Context: an optimization exercise on an open-source flow, tuned for small area, a short achievable clock period and few clock cycles per item. The choices shown serve that exercise and are no tape-out recipe. In this exercise RTL edits were held to simulation tests only and were not proved equivalent to the original. Power is estimated from default activity; no workload was simulated.

## flow/design.v (module list and top-level ports; edited modules follow where they fit)
// module element_decoder: 23 lines
// module minor_engine: 1537 lines
// module mdc_top: 106 lines
module mdc_top (
    input  wire logic           clk,
    input  wire logic           rst_n,
    input  wire logic           in_valid,
    input  wire mdc_pkg::code_t in_data,
    output logic                in_credit,
    output logic                out_valid,
    output mdc_pkg::det_t       out_data,
    input  wire logic           out_credit
);
  // ...
==> flow/flow/run.sh <==
#!/bin/bash
set -euo pipefail
export BUFFER_PORTS_ARGS="-buffer_cell sky130_fd_sc_hd__buf_2"
export SETUP_SLACK_MARGIN=6.1
bash standard.sh > standard_make.log 2>&1
==> flow/standard.sh <==
#!/bin/bash
# synth_recipe.tcl (not shown) runs the flow's synth.tcl, then flattens the netlist and writes it again
# the make line also repeats each setting of config.mk as NAME=value (left out here)
make -C /OpenROAD-flow-scripts/flow DESIGN_CONFIG=/design/flow/config.mk WORK_HOME=/design/flow/orfs CLKGATE_MAP_FILE= SYNTH_SCRIPT=/design/flow/synth_recipe.tcl "${@:-finish}"
==> flow/config.mk <==
export PLATFORM = sky130hd
export DESIGN_NAME = mdc_top
export DESIGN_NICKNAME = mdc_top
export VERILOG_FILES = /design/flow/design.v
export SDC_FILE = /design/flow/constraint.sdc
export NUM_CORES = 4
export LEC_CHECK = 0
export CAP_MARGIN = 20
export CORE_MARGIN = 2
export CORE_UTILIZATION = 40
export SLEW_MARGIN = 20
==> flow/constraint.sdc <==
create_clock -name core_clock -period 9.0 [get_ports {clk}]
set_input_delay 1.8000 -clock core_clock [delete_from_list [all_inputs] [get_ports {clk}]]
set_output_delay 1.8000 -clock core_clock [all_outputs]
set_load 0.01 [all_outputs]
==> results.json, run 1 <==
{
  "run_status": "timing/DRC/antenna clean",
  "wl_met2_microns": 13800,
  "grtUsageMet3": 0.0228,
  "multiInputCombCellCount": 752,
  "first_pass_iters": 5,
  "r2r_start": "win[0][10]",
  "viasPerCell": 4.92,
  "worstPathRequired_ps": 9470,
  "cts_sinks": 251,
  "drv_slew": 0,
  "crit_path_end": "eng_i.cs29",
  "die-height_microns": 194,
  "num_vias": 8756,
  "cp_max_fo": 8,
  "async_flop_share": 0.124,
  "synth_area_leaders": "edfxtp_1 24%, fa_1 15%, dfxtp_1 15%, xnor2_1 7.4%, ha_1 6.9%",
  "wire_per_inst_microns": 16.6,
  "crit_start": "win[0][10]",
  "die_area_sq_um": 37600,
  "num_tap_cells": 461,
  "synth_xor_area_frac": 0.137,
  "power.internal_w": 0.00414,
  "antenna_found_initial": 0,
  "wl_met3_microns": 1350,
  "yosys.area.top_type_share": 0.235,
  "first_iter_violations": 376,
  "p_clk_w": 0.00112,
  "synth_top_cells_by_count": "148 x inv_1, 122 x xnor2_1, 113 x edfxtp_1, 111 x fa_1, 107 x dfxtp_1",
  "synth_cell_types": 55,
  "critical_path_class": "reg2reg",
  "clockRootBuffer": "clkbuf_16",
  "finalSetupViolations": 0,
  "power_frac_comb": 0.533,
  "place_area_sq_um": 15200,
  "cts_max_level": 1,
  "seq_power_share": 0.301,
  "syn_area_per_cell_sq_um": 11.9
}
Testbench counts, summed over its fixed seeds: cycles 4,120, results 2,304.
==> inputs of run 2 (changes only) <==
==> flow/flow/run.sh (replaced) <==
#!/bin/bash
set -euo pipefail
export BUFFER_PORTS_ARGS="-buffer_cell sky130_fd_sc_hd__buf_2"
bash standard.sh > standard_make.log 2>&1
--- a/flow/config.mk
+++ b/flow/config.mk
@@ -9,3 +9,4 @@
 export CORE_MARGIN = 2
 export CORE_UTILIZATION = 40
+export CTS_BUF_LIST = sky130_fd_sc_hd__clkbuf_8
 export SLEW_MARGIN = 20
==> run 2 against run 1 <==
  * Wire length decreased by 9.1%
  * Critical path depth decreased by 1
  * Die area unchanged
  * Utilization decreased by 3.1 points
  * Final cell count decreased by 1.7%
  * Synthesized cell count unchanged
  * Non-clock buffer count decreased by 60
  * Count of clock-buffer cells in the layout increased by 17
  * Clock skew increased by 6.1 ps
==> results.json, run 2 <==
{
  "run_status": "timing/DRC/antenna clean",
  "rsz0062_at_grt": "false",
  "tns_ps": 0,
  "final_nets": 1463,
  "postRouteAntennaNets": 0,
  "critical_path_class": "reg2reg",
  "clockRootBuffer": "clkbuf_8",
  "use_met1": 0.193,
  "dpl_worst_slack_ps": 5400,
  "drv_slew": 0,
  "ctsResizeCount": 0,
  "finalSetupViolations": 0,
  "final_util": 0.451,
  "grt_pass1_wl_microns": 45000,
  "worst_slack_ps": 5770,
  "layout_commonest_cell": "inv_1",
  "wire_per_inst_microns": 15.3,
  "syn_area_per_cell_sq_um": 11.9,
  "slew_headroom": 0.313,
  "post-cts-setup-buffers": 0,
  "clk_path_buf_depth": 3,
  "cpMaxStageDelayCell": "dfxtp_1",
  "start_util": 0.406,
  "cts_sinks": 251,
  "worst_ep_arrival_time_ps": 3660,
  "cp_max_fo": 12,
  "final_hold_viol_count": 0,
  "fmax_mhz": 310,
  "synthAdderAreaFrac": 0.223,
  "first_iter_violations": 372,
  "grt-ovfl-total": 0,
  "ys_seq_area_frac": 0.438,
  "ios": 44,
  "cts.clk_slew.worst_paths_ps": 60,
  "cp_slowest_stage_delay_ps": 630,
  "cts-hold-fix-buffers": 0,
  "synth-edff-count": 113,
  "synth_compound_area_frac": 0.0851,
  "yosysMostFrequentCell": "inv_1",
  "cts_tree": "yes",
  "drive_gt1_frac": 0.116,
  "fin_skew_ps": 23.8,
  "synth_ff_type": "edfxtp_1",
  "syn-num-nets": 1426,
  "grt_start_max_net_pins": 75,
  "core_sq_um": 35600,
  "synth_area_leaders": "edfxtp_1 24%, fa_1 15%, dfxtp_1 15%, xnor2_1 7.4%, ha_1 6.9%",
  "synth_top_cells_by_count": "148 x inv_1, 122 x xnor2_1, 113 x edfxtp_1, 111 x fa_1, 107 x dfxtp_1",
  "vdd_drop_max_mv": 0.135,
  "drc_errors": 0,
  "area_growth_pct": 11.3,
  "drv_cap": 0,
  "total_leakage_power_nw": 6.83,
  "clk_latency_ps": 560,
  "ys_seq_elements": 251,
  "p_per_area_nw_per_um2": 406,
  "dp_hpwl_microns": 18500,
  "synthSimpleGateAreaFrac": 0.0499,
  "grt_usage": 0.147,
  "synth_xor_area_frac": 0.137,
  "io_buffers": 43,
  "first_pass_iters": 5,
  "viasPerCell": 4.84,
  "cts_buffers": 44,
  "cp-end-kind": "flop",
  "finalCriticalPeriod_ps": 3230,
  "rows": 69,
  "syn-cell-area_sq_um": 14400,
  "grtUsageMet3": 0.0268,
  "synth_top_family_by_area": "adder cells",
  "num_vias": 8478,
  "fill_cells": 3304,
  "cp-start-kind": "flop",
  "cts_max_level": 2,
  "busiest_layer": "met2",
  "die_area_sq_um": 37600,
  "synth_cells": 1217,
  "routed_wl_microns": 26800,
  "yosys.area.top_type_share": 0.235,
  "crit_chain": "o21ai_0 > xor2_1 > fa_1 > fa_1 > inv_1 > fa_1 > inv_1 > fa_1",
  "hp-class": "reg2reg",
  "grtUsageMet2": 0.242,
  "final_cell_mix": "163 x inv_1, 122 x xnor2_1, 113 x edfxtp_1",
  "muxShareOfSynthArea": 0.0123,
  "yosysTopAreaCell": "edfxtp_1",
  "tightest_slew_ps": 1030,
  "grt_pass1_vias": 8829,
  "antenna_found_initial": 0,
  "synth_cell_types": 55,
  "routabilityCongestion": 0.779,
  "worstPathRequired_ps": 9430,
  "ys_warn_count": 5,
  "num_antenna_cells": 0,
  "die_w_microns": 194,
  "largest_reg_flops": 33,
  "path_common_cell": "fa_1",
  "largestRegisters": "win x33, o_data x23, q_data x23",
  "die-height_microns": 194,
  "async_flop_share": 0.124,
  "fin_crit_sh": 0.358,
  "regMostFlops": "win"
}
[run 2: cell counts after synthesis]
Identical to the previous run, type by type.
[run 2: cell type report]
type,instances,area (sq um),area share
Sequential cell,251,6310,0.393
Multi-Input combinational cell,752,7310,0.455
Inverter,150,563,0.0351
Tap cell,461,577,0.0359
Timing Repair Buffer,55,308,0.0192
Clock buffer,56,771,0.0480
Clock inverter,26,218,0.0136
[run 2: cell families (layout without fill, tap and decap cells)]
kind of cell / count (synthesis) / after routing
flip-flops: 251 / 251
XOR/XNOR: 215 / 215
buffers and inverters: 214 / 287
adder cells (fa/ha/maj): 190 / 190
AO/OA/AOI/OAI: 179 / 179
AND/OR/NAND/NOR: 152 / 152
multiplexers: 16 / 16
[run 2: worst paths after layout]
path                          startpoint          end  slack, ps  cells past startpoint
setup / recovery             eng_i.aone1   eng_i.cs29       5770                      8
hold reg to reg            eng_i.aone2_w  eng_i.aone2        340                      0
min in group asynchronous          rst_n      rpos[1]       1280                      1
max in group asynchronous          rst_n     spare[5]       7270                      1
hold / removal             eng_i.aone2_w  eng_i.aone2        340                      0
setup reg to reg             eng_i.aone1   eng_i.cs29       5770                      8
[run 2: per-stage QoR]
stage / hold WS (ps) / std cells / area (sq um) / power [W]
global route: 349 / 1751 / 16100 / 0.00726
detailed placement: 327 / 1669 / 15100 / 0.00544
global placement: 328 / 1669 / 15100 / 0.00534
finish: 338 / 1751 / 16100 / 0.00651
CTS: 340 / 1751 / 16100 / 0.00663
floorplan: 323 / 1217 / 14400 / 0.00455
[run 2: per-layer routing]
layer / routed length (microns) / part of all wire
met5: 0 / 0
met4: 669 / 0.025
met3: 1190 / 0.044
met2: 12400 / 0.46
met1: 12600 / 0.47
[run 2: power breakdown]
group / switching, W / total (W) / internal, W
Sequential: 0.000224 / 0.00205 / 0.00182
Clock: 0.000460 / 0.00114 / 0.000676
Combinational: 0.00187 / 0.00333 / 0.00146
Total: 0.00255 / 0.00651 / 0.00396
[run 2: worst max-delay path, delay by kind of cell (launching register included)]
family	cells	cell delay, ps
XOR/XNOR	1	190
adder cells (fa/ha/maj)	4	1960
buffers and inverters	2	110
flip-flops	1	630
AO/OA/AOI/OAI	1	210
==> inputs of run 3 (changes only) <==
==> flow/flow/run.sh (replaced) <==
#!/bin/bash
set -euo pipefail
export BUFFER_PORTS_ARGS="-buffer_cell sky130_fd_sc_hd__buf_2"
export CTS_ARGS="-sink_clustering_enable -repair_clock_nets -dont_use_dummy_load -buf_list sky130_fd_sc_hd__clkbuf_8"
bash standard.sh > standard_make.log 2>&1
--- a/flow/config.mk
+++ b/flow/config.mk
@@ -9,4 +9,3 @@
 export CORE_MARGIN = 2
 export CORE_UTILIZATION = 40
-export CTS_BUF_LIST = sky130_fd_sc_hd__clkbuf_8
 export SLEW_MARGIN = 20
==> run 3 against run 2 <==
  * Count of clock-buffer cells in the layout is 12 lower
  * Flip-flop and latch count stayed put
  * Final cell count is 2.2% lower
  * Hold slack worse by 6.5 ps
  * Synthesized area stayed put
  * Sequential share of layout area is 0.96 points higher
  * Global-route usage is 0.19 points lower
  * Largest cell class unchanged
  * Die area stayed put
  * Critical path depth stayed put
  * Still clean on timing, DRC and antenna
  * Via count is 1.2% lower
  * Register-to-register slack worse by 50 ps
  * Total power is 5.2% lower
==> results.json, run 3 <==
{
  "drv_cap": 0,
  "fin_skew_ps": 46.0,
  "cts.clk_slew.worst_paths_ps": 60,
  "fmax_mhz": 306,
  "ys_warn_count": 5,
  "synth_area_leaders": "edfxtp_1 24%, fa_1 15%, dfxtp_1 15%, xnor2_1 7.4%, ha_1 6.9%",
  "die_w_microns": 194,
  "cts_max_level": 2,
  "routed_wl_microns": 26600,
  "final_nets": 1463,
  "num_antenna_cells": 0,
  "cts_tree": "yes",
  "synth_cells": 1217,
  "die-height_microns": 194,
  "syn-cell-area_sq_um": 14400,
  "drc_errors": 0,
  "num_vias": 8376,
  "postRouteAntennaNets": 0,
  "post-cts-setup-buffers": 0,
  "ios": 44,
  "p_per_area_nw_per_um2": 394,
  "syn-num-nets": 1426,
  "ctsResizeCount": 0,
  "first_pass_iters": 5,
  "layout_commonest_cell": "inv_1",
  "die_area_sq_um": 37600,
  "slew_headroom": 0.312,
  "cts-hold-fix-buffers": 0,
  "start_util": 0.406,
  "antenna_found_initial": 0,
  "vdd_drop_max_mv": 0.134,
  "dp_hpwl_microns": 18500,
  "final-seq-area_sq_um": 6310,
  "ys_seq_elements": 251,
  "clockRootBuffer": "clkbuf_8",
  "synth_top_cells_by_count": "148 x inv_1, 122 x xnor2_1, 113 x edfxtp_1, 111 x fa_1, 107 x dfxtp_1",
  "total_leakage_power_nw": 6.59,
  "first_iter_violations": 376,
  "cp-end-kind": "flop",
  "rsz0062_at_grt": "false",
  "clk_latency_ps": 550,
  "viasPerCell": 4.89,
  "yosysMostFrequentCell": "inv_1",
  "cp_max_fo": 12,
  "largest_reg_flops": 33,
  "synthAdderAreaFrac": 0.223,
  "tightest_slew_ps": 1030,
  "clk_path_buf_depth": 3,
  "grt_usage": 0.145,
  "synth_ff_type": "edfxtp_1",
  "synth_cell_types": 55,
  "cts_buffers": 44,
  "fin_crit_sh": 0.364,
  "tns_ps": 0,
  "io_buffers": 43,
  "finalSetupViolations": 0,
  "async_flop_share": 0.124,
  "run_status": "timing/DRC/antenna clean",
  "regMostFlops": "win",
  "cp-start-kind": "flop",
  "final_hold_viol_count": 0,
  "grt_pass1_vias": 8742,
  "synth_xor_area_frac": 0.137,
  "pwr-share-clk": 0.133,
  "p_sw_w": 0.00247,
  "rows": 69,
  "muxShareOfSynthArea": 0.0123,
  "area_growth_pct": 8.66,
  "rrSetupSlack_ps": 5730,
  "synth_top_family_by_area": "adder cells",
  "grt_start_max_net_pins": 75,
  "dpl_worst_slack_ps": 5400,
  "grt_pass1_wl_microns": 44500,
  "power_frac_comb": 0.536,
  "grt-ovfl-total": 0,
  "yosysTopAreaCell": "edfxtp_1",
  "fill_cells": 3327,
  "syn_area_per_cell_sq_um": 11.9,
  "power.internal_w": 0.00371,
  "worstPathRequired_ps": 9390,
  "routabilityCongestion": 0.779,
  "worst_ep_arrival_time_ps": 3660,
  "switching_share": 0.400,
  "seq_power_share": 0.331,
  "drive_gt1_frac": 0.103,
  "synthSimpleGateAreaFrac": 0.0499,
  "drv_slew": 0,
  "core_sq_um": 35600,
  "cts_sinks": 251,
  "finalCriticalPeriod_ps": 3270,
  "multi_input_area_sq_um": 7310,
  "ys_seq_area_frac": 0.438,
  "worst_slack_ps": 5730,
  "final_cell_mix": "148 x inv_1, 122 x xnor2_1, 113 x edfxtp_1",
  "synth_compound_area_frac": 0.0851,
  "yosys.area.top_type_share": 0.235,
  "synth-edff-count": 113,
  "wire_per_inst_microns": 15.5,
  "critical_path_class": "reg2reg",
  "largestRegisters": "win x33, o_data x23, q_data x23",
  "hp-class": "reg2reg"
}
-- run 3: critical path: stages, from the launching register on --
cell and delay (ps):
dfxtp_1 630, o21ai_0 220, xor2_1 200, fa_1 490, fa_1 560, inv_1 60
fa_1 480, inv_1 50, fa_1 440
-- run 3: logic make-up (layout without fill, tap and decap cells) --
| family | Yosys count | after routing |
|---|---|---|
| AO/OA/AOI/OAI | 179 | 179 |
| adder cells (fa/ha/maj) | 190 | 190 |
| flip-flops | 251 | 251 |
| XOR/XNOR | 215 | 215 |
| AND/OR/NAND/NOR | 152 | 152 |
| buffers and inverters | 214 | 249 |
| multiplexers | 16 | 16 |
-- run 3: layout make-up --
class / count / share of cell area
timing repair buffer: 55 / 0.0196
inverter: 150 / 0.0359
clock buffer: 44 / 0.0386
multi-input combinational: 752 / 0.466
tap: 461 / 0.0368
sequential: 251 / 0.403
-- run 3: power by group through the flow --
stage	Clock (W)	Sequential (W)	Combinational (W)
floorplan	0	0.00202	0.00254
CTS	0.000861	0.00205	0.00339
global placement	0	0.00206	0.00328
finish	0.000818	0.00205	0.00331
global route	0.000903	0.00209	0.00393
detailed placement	0	0.00207	0.00337
-- run 3: stage by stage --
stage / utilization / instance area [sq um] / hold slack (ps) / total power, W / std cells
floorplan: - / 14400 / 323 / 0.00455 / 1217
global placement: 0.424 / 15100 / 328 / 0.00534 / 1669
detailed placement: 0.424 / 15100 / 327 / 0.00544 / 1669
CTS: 0.441 / 15700 / 333 / 0.00630 / 1713
global route: 0.441 / 15700 / 341 / 0.00692 / 1713
finish: 0.441 / 15700 / 331 / 0.00618 / 1713
-- run 3: worst paths after layout --
path / startpoint / endpoint / depth (start not counted)
max: eng_i.aone1 / eng_i.cs29 / 8
min: eng_i.aone1_w / eng_i.aone1 / 0
max reg2reg: eng_i.aone1 / eng_i.cs29 / 8
min reg2reg: eng_i.aone1_w / eng_i.aone1 / 0
max in group asynchronous: rst_n / spare[5] / 1
min in group asynchronous: rst_n / rpos[1] / 1
-- run 3: layer usage --
layer / track usage / vias up / wire length (microns)
li1: - / 4079 / -
met1: 0.192 / 4093 / 12500
met2: 0.239 / 155 / 12200
met3: 0.0259 / 49 / 1150
met4: 0.0508 / 0 / 656
met5: 0 / - / 0
==> inputs of run 4 (changes only) <==
==> flow/flow/run.sh (replaced) <==
#!/bin/bash
set -euo pipefail
export BUFFER_PORTS_ARGS="-buffer_cell sky130_fd_sc_hd__buf_2"
bash standard.sh > standard_make.log 2>&1
==> run 4 against run 3 <==
  * First-iteration DRC count decreased by 19%
  * Sequential power hardly changed
  * Flip-flop and latch count unchanged
  * Critical path depth unchanged
  * Clock skew is 36 ps lower
  * Total power rose by 5.2%
  * Combinational power is essentially flat
  * Clock power is 39% higher
  * Critical endpoint unchanged
  * Largest cell class unchanged
  * Largest power group unchanged
==> results.json, run 4 <==
{
  "synth_ff_type": "edfxtp_1",
  "yosysMostFrequentCell": "inv_1",
  "tns_ps": 0,
  "grt_pass1_vias": 8670,
  "synth_cell_types": 55,
  "ys_seq_area_frac": 0.438,
  "dpl_worst_slack_ps": 5400,
  "cp_max_fo": 12,
  "synth_cells": 1217,
  "total_leakage_power_nw": 6.76,
  "ys_seq_elements": 251,
  "synth_area_leaders": "edfxtp_1 24%, fa_1 15%, dfxtp_1 15%, xnor2_1 7.4%, ha_1 6.9%",
  "cp-start-kind": "flop",
  "ys_warn_count": 5,
  "cts_sinks": 251,
  "die_w_microns": 194,
  "core_sq_um": 35600,
  "first_pass_iters": 5,
  "cts_tree": "yes",
  "cts_buffers": 29,
  "finalCriticalPeriod_ps": 3230,
  "largest_reg_flops": 33,
  "tightest_slew_ps": 1030,
  "cts.clk_slew.worst_paths_ps": 60,
  "grt-ovfl-total": 0,
  "hp-class": "reg2reg",
  "ctsResizeCount": 0,
  "worst_ep_arrival_time_ps": 3640,
  "rows": 69,
  "clockRootBuffer": "clkbuf_16",
  "cts_max_level": 1,
  "layout_commonest_cell": "inv_1",
  "start_util": 0.406,
  "largestRegisters": "win x33, o_data x23, q_data x23",
  "yosys.area.top_type_share": 0.235,
  "final_cell_mix": "148 x inv_1, 122 x xnor2_1, 113 x edfxtp_1",
  "fmax_mhz": 310,
  "dp_hpwl_microns": 18500,
  "postRouteAntennaNets": 0,
  "run_status": "timing/DRC/antenna clean",
  "fin_crit_sh": 0.359,
  "die_area_sq_um": 37600,
  "cp-end-kind": "flop",
  "min-delay-start": "eng_i.aone3_w",
  "synth_top_cells_by_count": "148 x inv_1, 122 x xnor2_1, 113 x edfxtp_1, 111 x fa_1, 107 x dfxtp_1",
  "synth-edff-count": 113,
  "clk_latency_ps": 540,
  "grt_usage": 0.143,
  "first_iter_violations": 303,
  "routed_wl_microns": 26500,
  "crit_start": "eng_i.aone1",
  "area_growth_pct": 11.1,
  "final_hold_viol_count": 0,
  "syn-num-nets": 1426,
  "num_vias": 8332,
  "vdd_drop_max_mv": 0.153,
  "regMostFlops": "win",
  "io_buffers": 43,
  "ios": 44,
  "critical_path_class": "reg2reg",
  "syn-cell-area_sq_um": 14400,
  "finalSetupViolations": 0,
  "p_per_area_nw_per_um2": 405,
  "worstPathRequired_ps": 9410,
  "drive_gt1_frac": 0.107,
  "async_flop_share": 0.124,
  "final_nets": 1448,
  "rsz0062_at_grt": "false",
  "fill_cells": 3295,
  "syn_area_per_cell_sq_um": 11.9,
  "drv_slew": 0,
  "cts-hold-fix-buffers": 0,
  "viasPerCell": 4.84,
  "worst_slack_ps": 5770,
  "die-height_microns": 194,
  "clk_path_buf_depth": 3,
  "drc_errors": 0,
  "routabilityCongestion": 0.779,
  "r2r_start": "eng_i.aone1",
  "drv_cap": 0,
  "grt_start_max_net_pins": 75,
  "rrSetupSlack_ps": 5770,
  "post-cts-setup-buffers": 0,
  "fin_skew_ps": 9.91,
  "wire_per_inst_microns": 15.4,
  "yosysTopAreaCell": "edfxtp_1",
  "antenna_found_initial": 0,
  "num_antenna_cells": 0,
  "slew_headroom": 0.310,
  "grt_pass1_wl_microns": 44600
}
[run 4: critical path, cell delays in order, from the launching register on]
cell     delay, ps
dfxtp_1        630
o21ai_0        210
xor2_1         190
fa_1           490
fa_1           560
inv_1           60
fa_1           480
inv_1           50
fa_1           440
[run 4: final timing paths]
path                       depth (start not counted)     endpoint
min in group asynchronous                          1      owed[0]
max in group asynchronous                          1      ment[1]
hold / removal                                     0  eng_i.aone3
setup / recovery                                   8   eng_i.cs29
hold reg to reg                                    0  eng_i.aone3
setup reg to reg                                   8   eng_i.cs29
[run 4: kinds of logic after synthesis]
kind of cell | synth area share
compound gates | 0.0851
xor+xnor | 0.137
fa+ha+maj | 0.223
buf+inv | 0.0557
flops | 0.438
mux | 0.0123
simple gates | 0.0499
[run 4: through the flow]
stage	area, sq um	hold slack (ps)	util	std cells	power, W
2_1_floorplan	14400	323	-	1217	0.00455
3_3_place_gp	15100	328	0.424	1669	0.00534
3_5_place_dp	15100	327	0.424	1669	0.00544
4_1_cts	16000	341	0.451	1723	0.00661
5_1_grt	16000	350	0.451	1723	0.00724
6_report	16000	339	0.451	1723	0.00649
[run 4: layout make-up]
cell class,instances,area [sq um],area share
Multi-Input combinational cell,752,7310,0.456
Timing Repair Buffer,55,308,0.0192
Tap cell,461,577,0.0360
Inverter,150,563,0.0351
Sequential cell,251,6310,0.394
Clock buffer,40,868,0.0542
Clock inverter,14,90.1,0.00562
[run 4: power breakdown]
group / switching (W) / internal, W
Sequential: 0.000223 / 0.00182
Combinational: 0.00186 / 0.00146
Clock: 0.000463 / 0.000675
Total: 0.00254 / 0.00395
[run 4: metal layers]
layer,global-route usage,share of wire,vias up
met5,0,0,-
met1,0.194,0.48,4078
met4,0.0401,0.021,0
li1,-,-,4078
met2,0.241,0.46,140
met3,0.0216,0.040,36
==> inputs of run 5 (changes only) <==
==> flow/flow/run.sh (replaced) <==
#!/bin/bash
set -euo pipefail
export BUFFER_PORTS_ARGS="-buffer_cell sky130_fd_sc_hd__buf_2"
export SETUP_SLACK_MARGIN=5.8
bash standard.sh > standard_make.log 2>&1
--- a/flow/config.mk
+++ b/flow/config.mk
@@ -9,3 +9,4 @@
 export CORE_MARGIN = 2
 export CORE_UTILIZATION = 40
+export CTS_BUF_LIST = sky130_fd_sc_hd__clkbuf_8
 export SLEW_MARGIN = 20
==> run 5 against run 4 <==
  * Still clean on timing, DRC and antenna
  * Worst setup slack better by 100 ps
  * Synthesized area stayed put
  * Sequential power hardly changed
  * Flip-flop and latch count unchanged
  * Via count rose by 2.0%
  * Final cell count up 1.9%
  * Critical path depth increased by 2
  * Utilization rose by 0.47 points
  * Wire length up 1.8%
  * Total power up 0.44%
  * Register-to-register slack improved by 100 ps
  * Cell area rose by 1.0%
  * Critical endpoint is now eng_i.cs17
  * Highest routed layer unchanged
==> results.json, run 5 <==
{
  "critical_path_class": "reg2reg",
  "routabilityCongestion": 0.758,
  "finalCriticalPeriod_ps": 3130,
  "viasPerCell": 4.84,
  "clockRootBuffer": "clkbuf_8",
  "rows": 69,
  "grt-ovfl-total": 0,
  "cts-hold-fix-buffers": 0,
  "die_w_microns": 194,
  "start_util": 0.406,
  "clk_path_buf_depth": 3,
  "fin_crit_sh": 0.348,
  "crit_chain": "buf_12 > a22oi_2 > xor2_1 > fa_1 > inv_1 > fa_1 > inv_1 > fa_1 > inv_1 > fa_1",
  "cts_max_level": 2,
  "vdd_drop_max_mv": 0.154,
  "drc_errors": 0,
  "grt_pass1_wl_microns": 44900,
  "cp_top_family": "adder cells",
  "cts.clk_slew.worst_paths_ps": 60,
  "p_per_area_nw_per_um2": 403,
  "num_antenna_cells": 0,
  "synth_ff_type": "edfxtp_1",
  "ys_seq_elements": 251,
  "worst_ep_arrival_time_ps": 3560,
  "yosysMostFrequentCell": "inv_1",
  "num_vias": 8496,
  "yosysTopAreaCell": "edfxtp_1",
  "finalSetupViolations": 0,
  "routed_wl_microns": 27000,
  "cpMaxStageDelayCell": "fa_1",
  "area_growth_pct": 12.3,
  "synth_top_cells_by_count": "148 x inv_1, 122 x xnor2_1, 113 x edfxtp_1, 111 x fa_1, 107 x dfxtp_1",
  "fin_skew_ps": 16.2,
  "cp.buffers_inverters": 4,
  "grt_start_max_net_pins": 75,
  "rsz0062_at_grt": "true",
  "path_common_cell": "fa_1",
  "synth-edff-count": 113,
  "holdWs_ps": 335,
  "dp_hpwl_microns": 18600,
  "total_leakage_power_nw": 6.88,
  "syn-num-nets": 1426,
  "finalPower_w": 0.00652,
  "cp-end-kind": "flop",
  "antenna_found_initial": 0,
  "grt_usage": 0.146,
  "ys_warn_count": 5,
  "slew_headroom": 0.324,
  "final_hold_viol_count": 0,
  "async_flop_share": 0.124,
  "syn_area_per_cell_sq_um": 11.9,
  "ios": 44,
  "grt_pass1_vias": 8842,
  "wire_per_inst_microns": 15.4,
  "yosys.area.top_type_share": 0.235,
  "cp-start-kind": "flop",
  "regMostFlops": "win",
  "drv_cap": 0,
  "hp-class": "reg2reg",
  "drive_gt1_frac": 0.131,
  "cts_tree": "yes",
  "die-height_microns": 194,
  "first_pass_iters": 5,
  "die_area_sq_um": 37600,
  "tightest_slew_ps": 1010,
  "clk_latency_ps": 560,
  "rrSetupSlack_ps": 5870,
  "cp_slowest_stage_delay_ps": 540,
  "layout_commonest_cell": "inv_1",
  "core_sq_um": 35600,
  "cp_max_fo": 12,
  "drv_slew": 0,
  "fmax_mhz": 319,
  "synth_area_leaders": "edfxtp_1 24%, fa_1 15%, dfxtp_1 15%, xnor2_1 7.4%, ha_1 6.9%",
  "ys_seq_area_frac": 0.438,
  "final_nets": 1468,
  "final_cell_mix": "163 x inv_1, 122 x xnor2_1, 113 x edfxtp_1",
  "worstPathRequired_ps": 9430,
  "run_status": "timing/DRC/antenna clean",
  "cts_sinks": 251,
  "io_buffers": 43,
  "synth_cells": 1217,
  "synth_cell_types": 55,
  "largestRegisters": "win x33, o_data x23, q_data x23",
  "tns_ps": 0,
  "largest_reg_flops": 33,
  "cts_buffers": 45,
  "postRouteAntennaNets": 0,
  "first_iter_violations": 390,
  "syn-cell-area_sq_um": 14400
}
==> run 5: cell counts after synthesis <==
Identical to the previous run, type by type.
==> run 5: kinds of logic after synthesis <==
logic type      Yosys count  synth area share
flops                   251             0.438
xor+xnor                215             0.137
buf+inv                 214            0.0557
fa+ha+maj               190             0.223
compound gates          179            0.0851
simple gates            152            0.0499
mux                      16            0.0123
==> run 5: path summary, 6_finish.rpt <==
kind                                    start           to  cells after the start
worst min register to register  eng_i.atwo4_w  eng_i.atwo4                      0
worst max-delay path                win[0][8]   eng_i.cs17                     10
worst min-delay path            eng_i.atwo4_w  eng_i.atwo4                      0
max in group asynchronous               rst_n      cred[5]                      1
worst max register to register      win[0][8]   eng_i.cs17                     10
min in group asynchronous               rst_n      owed[0]                      1
==> run 5: routing by layer <==
metal,GRT usage,share of wire,routed length (microns),up-vias
met3,0.0277,0.039,1060,47
met4,0.0508,0.020,538,0
met1,0.191,0.47,12600,4158
met2,0.242,0.47,12800,156
li1,-,-,-,4135
met5,0,0,0,-
==> run 5: repair_timing <==
action                     in CTS  in global routing
hold endpoints to repair        0                  0
gates resized for setup         3                 23
setup endpoints to repair       3                 15
buffers inserted                0                  2
cloned                          0                  2
==> run 5: final cells by class <==
cell class | count | area [sq um]
Sequential cell | 251 | 6320
Timing Repair Buffer | 59 | 422
Inverter | 150 | 567
Fill cell | 3277 | 19400
Tap cell | 461 | 577
Multi-Input combinational cell | 752 | 7330
Clock inverter | 30 | 244
Clock buffer | 53 | 729
==> run 5: metrics by stage <==
step                setup slack, ps  std cells  instance area [sq um]  utilization
floorplan                      5750       1217                  14400            -
global placement               5420       1669                  15100        0.424
detailed placement             5410       1669                  15100        0.424
CTS                            5810       1752                  16100        0.451
global route                   5770       1756                  16200        0.455
finish                         5870       1756                  16200        0.455
==> run 5: where the power goes <==
group / switching, W / leakage [nW] / total, W / internal (W)
Sequential: 0.000226 / 2.37 / 0.00205 / 0.00182
Clock: 0.000459 / 0.560 / 0.00111 / 0.000655
Combinational: 0.00187 / 3.95 / 0.00336 / 0.00149
==> inputs of run 6 (changes only) <==
--- a/flow/config.mk
+++ b/flow/config.mk
@@ -8,5 +8,7 @@
 export CAP_MARGIN = 20
 export CORE_MARGIN = 2
-export CORE_UTILIZATION = 40
+export CORE_UTILIZATION = 65
 export CTS_BUF_LIST = sky130_fd_sc_hd__clkbuf_8
+export CTS_CLUSTER_DIAMETER = 60
+export CTS_CLUSTER_SIZE = 14
 export SLEW_MARGIN = 20
==> run 6 against run 5 <==
  * Clock skew grew 10 ps
  * Cell area decreased by 3.8%
  * Critical endpoint is now eng_i.cs25
  * Synthesized cell count is the same
  * Still clean
==> results.json, run 6 <==
{
  "cp-start-kind": "flop",
  "synth_top_cells_by_count": "148 x inv_1, 122 x xnor2_1, 113 x edfxtp_1, 111 x fa_1, 107 x dfxtp_1",
  "crit_chain": "buf_4 > a22oi_2 > xor2_1 > fa_1 > fa_1 > fa_1 > inv_1 > fa_1",
  "syn_area_per_cell_sq_um": 11.9,
  "yosys.area.top_type_share": 0.235,
  "fin_skew_ps": 26.7,
  "clk_path_buf_depth": 3,
  "tightest_slew_ps": 896,
  "ys_warn_count": 5,
  "r2r_cells": 8,
  "antenna_found_initial": 0,
  "fmax_mhz": 320,
  "hp-class": "reg2reg",
  "first_pass_iters": 5,
  "ios": 44,
  "critical_path_class": "reg2reg",
  "cp_top_family": "adder cells",
  "postRouteAntennaNets": 0,
  "dp_hpwl_microns": 18100,
  "synth_cell_types": 55,
  "synth_cells": 1217,
  "io_buffers": 43,
  "hold_end": "eng_i.atwo2",
  "power_frac_comb": 0.547,
  "p_per_area_nw_per_um2": 394,
  "rows": 54,
  "die_area_sq_um": 23400,
  "cts_tree": "yes",
  "num_antenna_cells": 0,
  "ys_seq_area_frac": 0.438,
  "core_sq_um": 21800,
  "cp-end-kind": "flop",
  "routed_wl_microns": 26200,
  "num_vias": 8516,
  "finalSetupViolations": 0,
  "fin_crit_sh": 0.347,
  "drive_gt1_frac": 0.122,
  "regMostFlops": "win",
  "grt_pass1_wl_microns": 43400,
  "start_util": 0.661,
  "synth-edff-count": 113,
  "grt_usage": 0.227,
  "yosysTopAreaCell": "edfxtp_1",
  "worstPathRequired_ps": 9430,
  "layout_commonest_cell": "inv_1",
  "drv_cap": 0,
  "yosysMostFrequentCell": "inv_1",
  "largest_reg_flops": 33,
  "wire_per_inst_microns": 17.0,
  "rsz0062_at_grt": "true",
  "rrSetupSlack_ps": 5880,
  "min-delay-start": "eng_i.atwo2_w",
  "async_flop_share": 0.124,
  "cp.buffers_inverters": 2,
  "largestRegisters": "win x33, o_data x23, q_data x23",
  "vdd_drop_max_mv": 0.167,
  "syn-num-nets": 1426,
  "grt_pass1_vias": 8739,
  "syn-cell-area_sq_um": 14400,
  "final_cell_mix": "157 x inv_1, 122 x xnor2_1, 113 x edfxtp_1",
  "pwr-share-clk": 0.119,
  "fill_cells": 1549,
  "die_w_microns": 153,
  "synth_area_leaders": "edfxtp_1 24%, fa_1 15%, dfxtp_1 15%, xnor2_1 7.4%, ha_1 6.9%",
  "die-height_microns": 153,
  "area_growth_pct": 7.95,
  "cts-hold-fix-buffers": 0,
  "clockRootBuffer": "clkbuf_8",
  "path_common_cell": "fa_1",
  "power.internal_w": 0.00365,
  "holdPathStages": 0,
  "ys_seq_elements": 251,
  "seq_power_share": 0.334,
  "first_iter_violations": 494,
  "viasPerCell": 5.50,
  "final_util": 0.714,
  "p_sw_w": 0.00249,
  "synth_ff_type": "edfxtp_1",
  "slew_headroom": 0.403,
  "cts_sinks": 251,
  "clk_latency_ps": 550,
  "grt-ovfl-total": 0,
  "final_nets": 1458,
  "drv_slew": 0,
  "final_hold_viol_count": 0,
  "r2r-end": "eng_i.cs25",
  "finalCriticalPeriod_ps": 3120,
  "grt_start_max_net_pins": 75,
  "cts.clk_slew.worst_paths_ps": 90,
  "total_leakage_power_nw": 6.66,
  "cts_max_level": 1,
  "routabilityCongestion": 0.845,
  "drc_errors": 0,
  "cp_max_fo": 7,
  "cpMaxStageDelayCell": "edfxtp_1",
  "r2r_start": "win[0][9]",
  "cts_buffers": 24,
  "run_status": "timing/DRC/antenna clean",
  "worst_ep_arrival_time_ps": 3550,
  "tns_ps": 0,
  "switching_share": 0.405,
  "cp_slowest_stage_delay_ps": 570
}
-- run 6: cell counts after synthesis --
Identical to the previous run, type by type.
-- run 6: stage by stage --
stage	area (sq um)	setup WS (ps)	power (W)	hold WS, ps	instances
after floorplan	14400	5750	0.00455	323	1217
after global placement	14800	5430	0.00528	324	1487
after detailed placement	14800	5380	0.00542	327	1487
after CTS	15400	5800	0.00616	326	1538
after global routing	15600	5790	0.00683	344	1547
final	15600	5880	0.00614	326	1547
-- run 6: how the worst max path moves through the flow --
stage                            from         end  slack [ps]  cells past startpoint
after floorplan            in_data[2]   win[0][6]        5750                      6
after global placement      win[0][8]  eng_i.cs17        5430                      9
after detailed placement    win[0][8]  eng_i.cs17        5380                      9
after CTS                 eng_i.aone1  eng_i.cs29        5800                      8
after global routing        win[0][9]  eng_i.cs25        5790                      8
final                       win[0][9]  eng_i.cs25        5880                      8
-- run 6: metal layers --
metal | wire length (microns) | GRT usage | vias to the layer above
met5 | 0 | 0 | -
met4 | 589 | 0.0617 | 0
met3 | 1190 | 0.0261 | 47
met2 | 11900 | 0.369 | 202
met1 | 12500 | 0.328 | 4166
li1 | - | - | 4101
-- run 6: layout make-up --
type	instances	area, sq um	share of cell area
repair buffers	70	464	0.0298
well taps	280	350	0.0225
flip-flops and latches	251	6330	0.406
clock buffers	28	385	0.0247
clock inverters	16	133	0.00852
multi-input cells	752	7350	0.472
inverters	150	563	0.0362
-- run 6: what timing repair did --
item / in CTS / in global routing
gates resized for setup: 2 / 25
gates cloned: 0 / 1
pin swaps: 0 / 5
setup buffers: 7 / 8
setup endpoints to repair: 29 / 14
-- run 6: cells by family after synthesis --
logic type | count (synthesis) | synth area share
flip-flops | 251 | 0.438
adder cells (fa/ha/maj) | 190 | 0.223
AO/OA/AOI/OAI | 179 | 0.0851
multiplexers | 16 | 0.0123
AND/OR/NAND/NOR | 152 | 0.0499
XOR/XNOR | 215 | 0.137
buffers and inverters | 214 | 0.0557
-- run 6: power groups by stage --
stage / Clock [W] / Combinational (W) / Sequential (W)
after floorplan: 0 / 0.00254 / 0.00202
after global placement: 0 / 0.00321 / 0.00207
after detailed placement: 0 / 0.00333 / 0.00209
after CTS: 0.000753 / 0.00336 / 0.00205
after global routing: 0.000795 / 0.00394 / 0.00209
final: 0.000733 / 0.00336 / 0.00205
==> inputs of run 7 (changes only) <==
==> flow/flow/run.sh (replaced) <==
#!/bin/bash
set -euo pipefail
export BUFFER_PORTS_ARGS="-buffer_cell sky130_fd_sc_hd__buf_2"
bash standard.sh > standard_make.log 2>&1
--- a/flow/config.mk
+++ b/flow/config.mk
@@ -8,7 +8,7 @@
 export CAP_MARGIN = 20
 export CORE_MARGIN = 2
-export CORE_UTILIZATION = 65
-export CTS_BUF_LIST = sky130_fd_sc_hd__clkbuf_8
-export CTS_CLUSTER_DIAMETER = 60
-export CTS_CLUSTER_SIZE = 14
+export CORE_UTILIZATION = 40
+export CTS_BUF_LIST = sky130_fd_sc_hd__clkbuf_16
+export CTS_CLUSTER_DIAMETER = 90
+export CTS_CLUSTER_SIZE = 24
 export SLEW_MARGIN = 20
==> run 7 against run 6 <==
  * Combinational power is 1% lower
  * Non-clock buffer count shrank 15
  * Global-route usage shrank 8.5 points
  * Critical path depth did not move
  * Clock power shrank 5.9%
  * Via count down 3.3%
  * Utilization shrank 28 points
  * Sequential share of layout area up 0.088 points
  * Clock skew fell by 5.3 ps
  * Cell area fell by 0.43%
  * Sequential power is essentially flat
  * Total power is 1.6% lower
==> results.json, run 7 <==
{
  "cts_sinks": 251,
  "tns_ps": 0,
  "fin_crit_sh": 0.360,
  "ys_warn_count": 5,
  "num_antenna_cells": 0,
  "clk_latency_ps": 500,
  "die_area_sq_um": 37600,
  "regMostFlops": "win",
  "finalCriticalPeriod_ps": 3240,
  "ctsResizeCount": 0,
  "grt_start_max_net_pins": 75,
  "synth_top_cells_by_count": "148 x inv_1, 122 x xnor2_1, 113 x edfxtp_1, 111 x fa_1, 107 x dfxtp_1",
  "grt_pass1_wl_microns": 44000,
  "antenna_found_initial": 0,
  "cts-hold-fix-buffers": 0,
  "rsz0062_at_grt": "false",
  "area_growth_pct": 7.48,
  "cp-start-kind": "flop",
  "viasPerCell": 4.86,
  "ys_seq_area_frac": 0.438,
  "ys_seq_elements": 251,
  "rrSetupSlack_ps": 5760,
  "core_sq_um": 35600,
  "clk_path_buf_depth": 3,
  "final_nets": 1434,
  "finalSetupViolations": 0,
  "cts_buffers": 15,
  "layout_commonest_cell": "inv_1",
  "drc_errors": 0,
  "first_iter_violations": 367,
  "syn-num-nets": 1426,
  "holdWs_ps": 347,
  "fmax_mhz": 309,
  "p_per_area_nw_per_um2": 389,
  "die-height_microns": 194,
  "grt-ovfl-total": 0,
  "cts.clk_slew.worst_paths_ps": 90,
  "routabilityCongestion": 0.779,
  "rows": 69,
  "first_pass_iters": 5,
  "total_leakage_power_nw": 6.50,
  "start_util": 0.406,
  "routed_wl_microns": 26200,
  "largestRegisters": "win x33, o_data x23, q_data x23",
  "synth_cells": 1217,
  "largest_reg_flops": 33,
  "worst_ep_arrival_time_ps": 3620,
  "drv_cap": 0,
  "syn-cell-area_sq_um": 14400,
  "async_flop_share": 0.124,
  "syn_area_per_cell_sq_um": 11.9,
  "run_status": "timing/DRC/antenna clean",
  "num_vias": 8236,
  "postRouteAntennaNets": 0,
  "ios": 44,
  "dp_hpwl_microns": 18500,
  "worstPathRequired_ps": 9380,
  "synth_area_leaders": "edfxtp_1 24%, fa_1 15%, dfxtp_1 15%, xnor2_1 7.4%, ha_1 6.9%",
  "fin_skew_ps": 21.3,
  "grt_pass1_vias": 8509,
  "final_cell_mix": "151 x inv_1, 122 x xnor2_1, 113 x edfxtp_1",
  "final_hold_viol_count": 0,
  "synth_cell_types": 55,
  "wire_per_inst_microns": 15.4,
  "critical_path_class": "reg2reg",
  "post-cts-setup-buffers": 0,
  "hp-class": "reg2reg",
  "cts_tree": "yes",
  "tightest_slew_ps": 1020,
  "drv_slew": 0,
  "grt_usage": 0.142,
  "die_w_microns": 194,
  "synth_ff_type": "edfxtp_1",
  "io_buffers": 43,
  "cp_max_fo": 12,
  "clockRootBuffer": "clkbuf_16",
  "slew_headroom": 0.318,
  "cts_max_level": 1,
  "yosys.area.top_type_share": 0.235,
  "yosysMostFrequentCell": "inv_1",
  "cp-end-kind": "flop",
  "synth-edff-count": 113,
  "drive_gt1_frac": 0.0860,
  "vdd_drop_max_mv": 0.154,
  "yosysTopAreaCell": "edfxtp_1"
}
==> run 7: cell counts after synthesis <==
No cell type changed its count.
==> run 7: cells by family after synthesis <==
kind of cell | synth area share
and+or+nand+nor | 0.0499
muxes | 0.0123
buffers and inverters | 0.0557
xor gates and xnor gates | 0.137
adders and majority gates | 0.223
AOI/OAI and AO/OA | 0.0851
DFF | 0.438
==> run 7: path summary, 6_finish.rpt <==
check / from / endpoint / cells past startpoint
worst max-delay path: eng_i.aone1 / eng_i.cs29 / 8
worst min-delay path: eng_i.aneg4_w / eng_i.aneg4 / 0
worst max register to register: eng_i.aone1 / eng_i.cs29 / 8
worst min register to register: eng_i.aneg4_w / eng_i.aneg4 / 0
max in group asynchronous: rst_n / pv / 1
min in group asynchronous: rst_n / oc_r / 1
==> run 7: worst max-delay path, cell delays in order (launching register included) <==
cell,delay [ps]
dfxtp_1,650
o21ai_0,220
xor2_1,200
fa_1,490
fa_1,560
inv_1,60
fa_1,480
inv_1,50
fa_1,440
==> run 7: per-layer routing <==
metal  global-route usage  up-vias  routed length, microns
li1                     -     4032                       -
met1                0.192     4049                   12600
met2                0.239      126                   12100
met3               0.0210       29                     924
met4               0.0356        0                     572
met5                    0        -                       0
==> run 7: cell type report <==
cell class	instances	area, sq um
flip-flops and latches	251	6310
clock buffers	15	375
repair buffers	55	308
inverters	150	563
well taps	461	577
fillers	3331	20100
multi-input cells	752	7310
clock inverters	10	60.1
==> run 7: power breakdown <==
| group | switching [W] | internal [W] |
|---|---|---|
| Sequential | 0.000223 | 0.00182 |
| Combinational | 0.00185 | 0.00146 |
| Clock | 0.000376 | 0.000313 |
==> run 7: stage by stage <==
step           total power [W]   util  std cells  area (sq um)  worst slack [ps]
3_5_place_dp           0.00544  0.424       1669         15100              5400
5_1_grt                0.00678  0.436       1694         15500              5600
2_1_floorplan          0.00455      -       1217         14400              5750
6_report               0.00604  0.436       1694         15500              5760
4_1_cts                0.00615  0.436       1694         15500              5790
3_3_place_gp           0.00534  0.424       1669         15100              5430
==> inputs of run 8 (changes only) <==
==> flow/flow/run.sh (replaced) <==
#!/bin/bash
set -euo pipefail
export BUFFER_PORTS_ARGS="-buffer_cell sky130_fd_sc_hd__buf_2"
export SETUP_SLACK_MARGIN=6.0
bash standard.sh > standard_make.log 2>&1
==> run 8 against run 7 <==
  * Non-clock buffer count grew 59
  * Cell area rose by 6.5%
  * Largest power group unchanged
  * Global-route usage increased by 0.75 points
  * Critical endpoint is now eng_i.cs17
  * Synthesized area did not move
  * Maximum frequency increased by 5.6%
  * Critical path depth up 2
  * Wire length increased by 11%
  * Total power grew 3.8%
  * Die area unchanged
  * Via count up 4.7%
  * Flip-flop and latch count stayed put
==> results.json, run 8 <==
{
  "critical_path_class": "reg2reg",
  "synth_cells": 1217,
  "fmax_mhz": 326,
  "num_vias": 8621,
  "rrSetupSlack_ps": 5930,
  "vdd_drop_max_mv": 0.165,
  "grt_pass1_vias": 8809,
  "rows": 69,
  "synth_top_cells_by_count": "148 x inv_1, 122 x xnor2_1, 113 x edfxtp_1, 111 x fa_1, 107 x dfxtp_1",
  "final_nets": 1493,
  "start_util": 0.406,
  "clk_path_buf_depth": 3,
  "final_util": 0.464,
  "syn_area_per_cell_sq_um": 11.9,
  "cts.clk_slew.worst_paths_ps": 90,
  "die_area_sq_um": 37600,
  "yosysMostFrequentCell": "inv_1",
  "drive_gt1_frac": 0.170,
  "regMostFlops": "win",
  "routabilityCongestion": 0.786,
  "muxShareOfSynthArea": 0.0123,
  "tns_ps": 0,
  "largestRegisters": "win x33, o_data x23, q_data x23",
  "synth-edff-count": 113,
  "first_iter_violations": 407,
  "clk_latency_ps": 500,
  "worst_ep_arrival_time_ps": 3510,
  "hold_end": "eng_i.aone0",
  "holdPathStages": 0,
  "cp-end-kind": "flop",
  "grt_usage": 0.149,
  "synthAdderAreaFrac": 0.223,
  "cp-start-kind": "flop",
  "synth_xor_area_frac": 0.137,
  "total_leakage_power_nw": 6.96,
  "final_hold_viol_count": 0,
  "die_w_microns": 194,
  "grt_pass1_wl_microns": 46400,
  "multi_input_area_sq_um": 7540,
  "p_per_area_nw_per_um2": 380,
  "drc_errors": 0,
  "synthSimpleGateAreaFrac": 0.0499,
  "clockRootBuffer": "clkbuf_16",
  "wire_per_inst_microns": 16.5,
  "cts_tree": "yes",
  "yosys.area.top_type_share": 0.235,
  "cts_buffers": 15,
  "fin_crit_sh": 0.341,
  "r2r_cells": 10,
  "synth_cell_types": 55,
  "fin_skew_ps": 20.6,
  "fill_cells": 3249,
  "area_growth_pct": 14.5,
  "ios": 44,
  "cp_max_fo": 8,
  "syn-cell-area_sq_um": 14400,
  "grt-ovfl-total": 0,
  "num_antenna_cells": 0,
  "drv_cap": 0,
  "io_buffers": 43,
  "largest_reg_flops": 33,
  "cts_sinks": 251,
  "grt_start_max_net_pins": 75,
  "final_cell_mix": "147 x inv_1, 116 x xnor2_1, 113 x edfxtp_1",
  "postRouteAntennaNets": 0,
  "dp_hpwl_microns": 18800,
  "cts_max_level": 1,
  "ys_seq_elements": 251,
  "r2r-end": "eng_i.cs17",
  "min-delay-start": "eng_i.aone0_w",
  "async_flop_share": 0.124,
  "cts-hold-fix-buffers": 0,
  "yosysTopAreaCell": "edfxtp_1",
  "finalSetupViolations": 0,
  "synth_compound_area_frac": 0.0851,
  "slew_headroom": 0.353,
  "r2r_start": "win[0][8]",
  "syn-num-nets": 1426,
  "ys_seq_area_frac": 0.438,
  "synth_area_leaders": "edfxtp_1 24%, fa_1 15%, dfxtp_1 15%, xnor2_1 7.4%, ha_1 6.9%",
  "ys_warn_count": 5,
  "run_status": "timing/DRC/antenna clean",
  "synth_ff_type": "edfxtp_1",
  "rsz0062_at_grt": "true",
  "die-height_microns": 194,
  "worstPathRequired_ps": 9440,
  "antenna_found_initial": 1,
  "core_sq_um": 35600,
  "finalCriticalPeriod_ps": 3070,
  "synth_top_family_by_area": "adder cells",
  "final-seq-area_sq_um": 6330,
  "layout_commonest_cell": "inv_1",
  "hp-class": "reg2reg",
  "routed_wl_microns": 29000,
  "first_pass_iters": 4,
  "tightest_slew_ps": 970,
  "drv_slew": 0,
  "viasPerCell": 4.92
}
## run 8: cell counts after synthesis
No cell type changed its count.
## run 8: timing repair
item | CTS | global route
cloned | 3 | 6
pin swaps | 23 | 15
gates resized for setup | 45 | 32
endpoints found under the setup margin | 30 | 62
buffers inserted | 23 | 27
endpoints found under the hold margin | 0 | 0
## run 8: worst max path at each step
| stage | start | endpoint | cells past startpoint |
|---|---|---|---|
| after global placement | in_data[12] | win[0][6] | 7 |
| after CTS | win[0][8] | eng_i.cs17 | 10 |
| after floorplan | in_data[2] | win[0][6] | 6 |
| final | win[0][8] | eng_i.cs17 | 10 |
| after global routing | win[0][9] | eng_i.cs19 | 9 |
| after detailed placement | in_data[12] | win[0][6] | 7 |
## run 8: metal layers
layer | wire length, microns | GRT usage | vias up
met5 | 0 | 0 | -
met4 | 473 | 0.0393 | 0
met3 | 1170 | 0.0170 | 31
met2 | 13600 | 0.250 | 169
met1 | 13800 | 0.206 | 4257
li1 | - | - | 4164
## run 8: critical path: stages, from the launching register on
cell and delay [ps]:
edfxtp_1 430, buf_12 170, a22oi_2 160, xor2_1 100, fa_1 520, inv_1 50, fa_1 480, inv_1 50
fa_1 500, inv_2 40, fa_2 520
## run 8: cell families after synthesis
kind of cell	count (synthesis)
flops	251
xor+xnor	215
buf+inv	214
fa+ha+maj	190
compound gates	179
simple gates	152
mux	16
## run 8: power by group
group / internal (W) / total [W] / switching, W
Sequential: 0.00182 / 0.00205 / 0.000228
Clock: 0.000316 / 0.000699 / 0.000383
Combinational: 0.00159 / 0.00353 / 0.00194
Total: 0.00372 / 0.00627 / 0.00255
## run 8: area by class of cell
class                   count  area share
flip-flops and latches    251       0.383
clock inverters            11     0.00439
multi-input cells         752       0.457
inverters                 150      0.0345
well taps                 461      0.0349
repair buffers            114      0.0634
clock buffers              15      0.0227
## run 8: through the flow
step	setup slack (ps)	instance area, sq um	std cells	hold slack [ps]	total power, W
6_report	5930	16500	1754	345	0.00627
5_1_grt	5800	16500	1754	357	0.00701
4_1_cts	5940	16000	1721	347	0.00626
3_5_place_dp	5400	15200	1669	327	0.00546
3_3_place_gp	5450	15200	1669	328	0.00535
2_1_floorplan	5750	14600	1217	323	0.00457
==> inputs of run 9 (changes only) <==
==> flow/flow/run.sh (replaced) <==
#!/bin/bash
set -euo pipefail
export BUFFER_PORTS_ARGS="-buffer_cell sky130_fd_sc_hd__buf_2"
export SETUP_SLACK_MARGIN=5.8
bash standard.sh > standard_make.log 2>&1
==> run 9 against run 8 <==
  * Die area is the same
  * Non-clock buffer count shrank 50
  * Largest power group unchanged
  * Via count shrank 3.9%
  * Critical endpoint is now eng_i.cs19
  * Hold slack gained 3.0 ps
  * Final cell count shrank 2.9%
  * Wire length shrank 7.9%
  * Clock skew shrank 5.7 ps
  * Worst setup slack lost 67 ps
==> results.json, run 9 <==
{
  "worst_ep_arrival_time_ps": 3500,
  "r2r_start": "win[0][9]",
  "hp-class": "reg2reg",
  "grt_pass1_vias": 8491,
  "crit_path_end": "eng_i.cs19",
  "finalCriticalPeriod_ps": 3130,
  "grt_pass1_wl_microns": 43900,
  "cp-start-kind": "flop",
  "synth-edff-count": 113,
  "syn_area_per_cell_sq_um": 11.9,
  "ys_warn_count": 5,
  "cp-end-kind": "flop",
  "area_growth_pct": 8.99,
  "die_w_microns": 194,
  "multi_input_area_sq_um": 7340,
  "slew_headroom": 0.337,
  "largest_reg_flops": 33,
  "grt_start_max_net_pins": 75,
  "critical_path_class": "reg2reg",
  "largestRegisters": "win x33, o_data x23, q_data x23",
  "final_hold_viol_count": 0,
  "cts.clk_slew.worst_paths_ps": 90,
  "ios": 44,
  "yosysMostFrequentCell": "inv_1",
  "cts_buffers": 15,
  "synth_top_cells_by_count": "148 x inv_1, 122 x xnor2_1, 113 x edfxtp_1, 111 x fa_1, 107 x dfxtp_1",
  "final_nets": 1443,
  "postRouteAntennaNets": 0,
  "wire_per_inst_microns": 15.7,
  "finalSetupViolations": 0,
  "cts_sinks": 251,
  "core_sq_um": 35600,
  "tightest_slew_ps": 994,
  "worstPathRequired_ps": 9360,
  "regMostFlops": "win",
  "synth_area_leaders": "edfxtp_1 24%, fa_1 15%, dfxtp_1 15%, xnor2_1 7.4%, ha_1 6.9%",
  "fin_crit_sh": 0.348,
  "holdWs_ps": 348,
  "clk_latency_ps": 490,
  "clk_path_buf_depth": 3,
  "die-height_microns": 194,
  "dpl.cell_count": 1669,
  "die_area_sq_um": 37600,
  "tns_ps": 0,
  "synth_cells": 1217,
  "cts_tree": "yes",
  "synth_ff_type": "edfxtp_1",
  "drv_slew": 0,
  "antenna_found_initial": 0,
  "drc_errors": 0,
  "run_status": "timing/DRC/antenna clean",
  "cp_max_fo": 23,
  "rows": 69,
  "grt-ovfl-total": 0,
  "final_util": 0.442,
  "first_iter_violations": 443,
  "async_flop_share": 0.124,
  "viasPerCell": 4.86,
  "total_leakage_power_nw": 6.59,
  "cts_max_level": 1,
  "p_per_area_nw_per_um2": 388,
  "drv_cap": 0,
  "crit_start": "win[0][9]",
  "fmax_mhz": 319,
  "grt_usage": 0.142,
  "io_buffers": 43,
  "start_util": 0.406,
  "ys_seq_elements": 251,
  "synth_cell_types": 55,
  "routabilityCongestion": 0.758,
  "yosysTopAreaCell": "edfxtp_1",
  "num_vias": 8282,
  "final_cell_mix": "151 x inv_1, 122 x xnor2_1, 113 x edfxtp_1",
  "dp_hpwl_microns": 18600,
  "final-seq-area_sq_um": 6320,
  "ys_seq_area_frac": 0.438,
  "clockRootBuffer": "clkbuf_16",
  "first_pass_iters": 5,
  "yosys.area.top_type_share": 0.235,
  "rsz0062_at_grt": "true",
  "vdd_drop_max_mv": 0.142,
  "fin_skew_ps": 14.9,
  "syn-num-nets": 1426,
  "fill_cells": 3306,
  "layout_commonest_cell": "inv_1",
  "drive_gt1_frac": 0.105,
  "rrSetupSlack_ps": 5870,
  "num_antenna_cells": 0,
  "layout.cells.non_filler": 1703,
  "r2r-end": "eng_i.cs19",
  "routed_wl_microns": 26700,
  "syn-cell-area_sq_um": 14400,
  "r2r_cells": 9
}
## run 9: cell count changes in the layout (fill, tap and decap cells not counted), sizes merged
cell | previous run | this run
inv | 154 | 156
buf | 105 | 61
clkinv | 4 | 3
clkbuf | 21 | 18
clkinvlp | 3 | 1
bufbuf | 3 | 0
## run 9: report_power, final
group	switching (W)	total [W]	leakage [nW]	internal, W
Sequential	0.000226	0.00204	2.37	0.00182
Clock	0.000382	0.000696	0.234	0.000314
Combinational	0.00187	0.00336	3.99	0.00149
## run 9: cell families (layout without fill, tap and decap cells)
logic type | count (synthesis) | in the layout | share of synthesized area
xor+xnor | 215 | 215 | 0.137
fa+ha+maj | 190 | 190 | 0.223
compound gates | 179 | 179 | 0.0851
mux | 16 | 16 | 0.0123
buf+inv | 214 | 239 | 0.0557
simple gates | 152 | 152 | 0.0499
flops | 251 | 251 | 0.438
## run 9: timing repair
action / CTS / global route
resized for setup: 3 / 26
gates cloned: 0 / 3
hold buffers: 0 / 0
buffers inserted: 0 / 6
pin swaps: 0 / 2
setup endpoints to repair: 3 / 15
## run 9: through the flow
| stage | cell area, sq um | power, W | worst slack [ps] |
|---|---|---|---|
| after floorplan | 14400 | 0.00455 | 5750 |
| after global placement | 15100 | 0.00534 | 5420 |
| after detailed placement | 15100 | 0.00546 | 5410 |
| after CTS | 15500 | 0.00618 | 5790 |
| after global routing | 15700 | 0.00683 | 5770 |
| final | 15700 | 0.00610 | 5870 |
## run 9: worst min-delay path by stage
stage	startpoint	endpoint	slack, ps	cells past startpoint
2_1_floorplan	eng_i.aneg0_w	eng_i.aneg0	320	0
3_3_place_gp	eng_i.atwo2_w	eng_i.atwo2	330	0
3_5_place_dp	eng_i.aone2_w	eng_i.aone2	330	0
4_1_cts	pv	eng_i.v_out	350	0
5_1_grt	eng_i.aone2_w	eng_i.aone2	360	0
6_report	eng_i.aone2_w	eng_i.aone2	350	0
## run 9: worst max-delay path, stage by stage (launching register included)
cell and delay [ps]:
edfxtp_1 410, buf_8 190, a22oi_1 210, xnor2_1 190
fa_2 480, fa_1 500, inv_1 50, fa_1 470
inv_1 50, fa_1 440
## run 9: layout make-up
cell class | instances | area share
Inverter | 150 | 0.0360
Tap cell | 461 | 0.0367
Timing Repair Buffer | 64 | 0.0306
Multi-Input combinational cell | 752 | 0.467
Clock inverter | 10 | 0.00398
Clock buffer | 15 | 0.0239
Sequential cell | 251 | 0.402
## run 9: per-layer routing
layer / track usage / up-vias / wire length, microns
met3: 0.0184 / 40 / 1080
li1: - / 4053 / -
met5: 0 / - / 0
met4: 0.0328 / 0 / 466
met1: 0.195 / 4055 / 12700
met2: 0.239 / 134 / 12500
==> inputs of run 10 (changes only) <==
--- a/flow/config.mk
+++ b/flow/config.mk
@@ -8,7 +8,8 @@
 export CAP_MARGIN = 20
 export CORE_MARGIN = 2
-export CORE_UTILIZATION = 40
+export CORE_UTILIZATION = 65
 export CTS_BUF_LIST = sky130_fd_sc_hd__clkbuf_16
 export CTS_CLUSTER_DIAMETER = 90
 export CTS_CLUSTER_SIZE = 24
 export SLEW_MARGIN = 20
+export TNS_END_PERCENT = 20
==> run 10 against run 9 <==
  * Final cell count down 11%
  * Sequential share of layout area up 0.74 points
  * Critical path type unchanged
  * Total power about the same
  * Still clean
  * Die area down 38%
  * Via count up 2.0%
  * Synthesized area unchanged
  * Flip-flop and latch count unchanged
==> results.json, run 10 <==
{
  "worst_slack_ps": 5830,
  "cp_slowest_stage_delay_ps": 590,
  "grt_start_max_net_pins": 75,
  "clockRootBuffer": "clkbuf_16",
  "dp_hpwl_microns": 17900,
  "vdd_drop_max_mv": 0.197,
  "path_common_cell": "fa_1",
  "synth_cell_types": 55,
  "critical_path_class": "reg2reg",
  "tightest_slew_ps": 886,
  "drc_errors": 0,
  "postRouteAntennaNets": 0,
  "r2r_start": "win[0][10]",
  "cp_max_fo": 7,
  "cts.clk_slew.worst_paths_ps": 100,
  "first_iter_violations": 555,
  "clk_path_buf_depth": 3,
  "rsz0062_at_grt": "true",
  "finalSetupViolations": 0,
  "die-height_microns": 153,
  "ios": 44,
  "ys_seq_elements": 251,
  "final_cell_mix": "154 x inv_1, 121 x xnor2_1, 113 x edfxtp_1",
  "r2r_cells": 8,
  "final_util": 0.708,
  "die_area_sq_um": 23400,
  "hold_end": "eng_i.aone2",
  "rrSetupSlack_ps": 5830,
  "viasPerCell": 5.55,
  "total_leakage_power_nw": 6.57,
  "synth_ff_type": "edfxtp_1",
  "yosys.area.top_type_share": 0.235,
  "syn-cell-area_sq_um": 14400,
  "synth-edff-count": 113,
  "holdPathStages": 0,
  "yosysMostFrequentCell": "inv_1",
  "syn-num-nets": 1426,
  "cp.buffers_inverters": 2,
  "fmax_mhz": 316,
  "syn_area_per_cell_sq_um": 11.9,
  "hp-class": "reg2reg",
  "synth_top_cells_by_count": "148 x inv_1, 122 x xnor2_1, 113 x edfxtp_1, 111 x fa_1, 107 x dfxtp_1",
  "run_status": "timing/DRC/antenna clean",
  "ys_seq_area_frac": 0.438,
  "grt_pass1_wl_microns": 44100,
  "finalCriticalPeriod_ps": 3170,
  "first_pass_iters": 6,
  "worst_ep_arrival_time_ps": 3540,
  "clk_latency_ps": 490,
  "place_area_sq_um": 14800,
  "slew_headroom": 0.409,
  "min-delay-start": "eng_i.aone2_w",
  "ys_warn_count": 5,
  "fin_crit_sh": 0.352,
  "grt-ovfl-total": 0,
  "area_growth_pct": 7.06,
  "routabilityCongestion": 0.855,
  "worstPathRequired_ps": 9370,
  "yosysTopAreaCell": "edfxtp_1",
  "num_vias": 8447,
  "crit_chain": "a22oi_2 > xnor2_2 > fa_1 > inv_1 > fa_2 > fa_1 > inv_1 > fa_1",
  "antenna_found_initial": 0,
  "synth_area_leaders": "edfxtp_1 24%, fa_1 15%, dfxtp_1 15%, xnor2_1 7.4%, ha_1 6.9%",
  "tns_ps": 0,
  "drive_gt1_frac": 0.109,
  "dpl_worst_slack_ps": 5360,
  "p_per_area_nw_per_um2": 395,
  "cp-end-kind": "flop",
  "grt_pass1_vias": 8763,
  "core_sq_um": 21800,
  "finalInstanceArea_sq_um": 15400,
  "wire_per_inst_microns": 17.2,
  "grt_usage": 0.231,
  "routed_wl_microns": 26200,
  "layout_commonest_cell": "inv_1",
  "start_util": 0.661,
  "final_hold_viol_count": 0,
  "io_buffers": 43,
  "holdWs_ps": 348,
  "cts_max_level": 1,
  "async_flop_share": 0.124,
  "cpMaxStageDelayCell": "edfxtp_1",
  "rows": 54,
  "largest_reg_flops": 33,
  "cts_sinks": 251,
  "synth_cells": 1217,
  "drv_cap": 0,
  "drv_slew": 0,
  "fin_skew_ps": 22.0,
  "r2r-end": "eng_i.cs27",
  "cp-start-kind": "flop",
  "die_w_microns": 153,
  "cts_tree": "yes",
  "regMostFlops": "win",
  "final_nets": 1443,
  "largestRegisters": "win x33, o_data x23, q_data x23",
  "cts_buffers": 14,
  "cp_top_family": "adder cells",
  "num_antenna_cells": 0
}
==> run 10: changes by cell type in the layout (fill, tap and decap cells not counted), sizes merged <==
cell,before,now
clkinv,3,0
inv,156,157
clkbuf,18,16
buf,61,65
==> run 10: worst register-to-register path, delay by kind of cell, from the launching register on <==
family	cells	cell delay [ps]
XOR/XNOR	1	110
AO/OA/AOI/OAI	1	360
adder cells (fa/ha/maj)	4	1880
flip-flops	1	590
buffers and inverters	2	120
==> run 10: worst max path at each step <==
| stage | startpoint | endpoint | slack [ps] | cells past startpoint |
|---|---|---|---|---|
| 2_1_floorplan | in_data[2] | win[0][6] | 5750 | 6 |
| 3_3_place_gp | win[0][8] | eng_i.cs17 | 5440 | 9 |
| 3_5_place_dp | win[0][8] | eng_i.cs17 | 5360 | 9 |
| 4_1_cts | win[0][8] | eng_i.cs25 | 5820 | 8 |
| 5_1_grt | win[0][10] | eng_i.cs27 | 5730 | 8 |
| 6_report | win[0][10] | eng_i.cs27 | 5830 | 8 |
==> run 10: per-stage QoR <==
| step | power [W] | cells |
|---|---|---|
| 2_1_floorplan | 0.00455 | 1217 |
| 3_5_place_dp | 0.00545 | 1486 |
| 3_3_place_gp | 0.00528 | 1486 |
| 4_1_cts | 0.00616 | 1519 |
| 5_1_grt | 0.00680 | 1522 |
| 6_report | 0.00610 | 1522 |
==> run 10: layout make-up <==
cell class / count / area [sq um]
timing repair buffer: 65 / 399
clock inverter: 8 / 37.5
tap: 280 / 350
inverter: 150 / 567
fill: 1554 / 6380
sequential: 251 / 6330
multi-input combinational: 752 / 7360
clock buffer: 16 / 400
==> run 10: report_power, final <==
part	leakage, nW	internal, W	switching [W]
clock	0.241	0.000324	0.000364
combinational	3.96	0.00148	0.00189
sequential	2.37	0.00182	0.000226
==> run 10: cell families (layout without fill, tap and decap cells) <==
family	Yosys count	after routing	synth area share
AND/OR/NAND/NOR	152	152	0.0499
flip-flops	251	251	0.438
AO/OA/AOI/OAI	179	179	0.0851
adder cells (fa/ha/maj)	190	190	0.223
buffers and inverters	214	239	0.0557
multiplexers	16	16	0.0123
XOR/XNOR	215	215	0.137
==> run 10: repair_timing <==
item | 4_1_cts | 5_1_grt
resized for setup | 5 | 24
setup endpoints to repair | 31 | 18
hold buffers | 0 | 0
pin swaps | 0 | 4
cloned | 0 | 0
buffers inserted | 9 | 3
==> run 10: layer usage <==
metal  part of all wire  vias to the layer above  GRT usage
li1                   -                     4053          -
met1               0.47                     4148      0.335
met2               0.46                      208      0.375
met3              0.048                       38     0.0292
met4              0.019                        0     0.0604
met5                  0                        -          0

==> separate check: timing with driven ports <==
Ports are ideal in the flow. The routed layouts listed here were re-timed in OpenROAD. Step 1, drivers: a clkbuf_16 drives clk and a buf_2 each remaining input, both assumed. Step 2 times the ports against the registers' clock, not the clock port: input delays grow and output delays shrink by t, the midpoint of the rising clock arrivals with the driver on. a / b / c = ideal / step 1 / step 2; a / b = the first two.
| run | t (ns) | setup WS [ns] | worst hold slack (ns) | worst setup path at the end | worst register clock-pin slew, ns |
|---|---|---|---|---|---|
| run 1 | 0.581 | 5.900 / 5.900 / 5.436 | 0.340 / 0.340 / 0.340 | input to register | 0.06 / 0.06 |
| run 2 | 0.596 | 5.775 / 5.775 / 5.402 | 0.338 / 0.338 / 0.338 | input to register | 0.06 / 0.06 |
| run 3 | 0.574 | 5.728 / 5.728 / 5.410 | 0.331 / 0.331 / 0.331 | input to register | 0.06 / 0.06 |
| run 4 | 0.583 | 5.769 / 5.769 / 5.406 | 0.339 / 0.339 / 0.339 | input to register | 0.06 / 0.06 |
| run 5 | 0.597 | 5.870 / 5.870 / 5.398 | 0.335 / 0.335 / 0.335 | input to register | 0.07 / 0.07 |
| run 6 | 0.574 | 5.875 / 5.875 / 5.459 | 0.326 / 0.326 / 0.326 | input to register | 0.09 / 0.09 |
| run 7 | 0.532 | 5.763 / 5.763 / 5.407 | 0.347 / 0.347 / 0.347 | input to register | 0.10 / 0.10 |
| run 8 | 0.537 | 5.935 / 5.935 / 5.482 | 0.345 / 0.345 / 0.345 | input to register | 0.10 / 0.10 |
| run 9 | 0.536 | 5.868 / 5.868 / 5.406 | 0.348 / 0.348 / 0.348 | input to register | 0.10 / 0.10 |
| run 10 | 0.525 | 5.833 / 5.833 / 5.507 | 0.348 / 0.348 / 0.348 | input to register | 0.10 / 0.10 |
After both steps setup and hold are still met in every run listed. The setup slack of run 5, which loses most, moves by 0.000 ns with the drivers and by -0.472 ns with both steps.
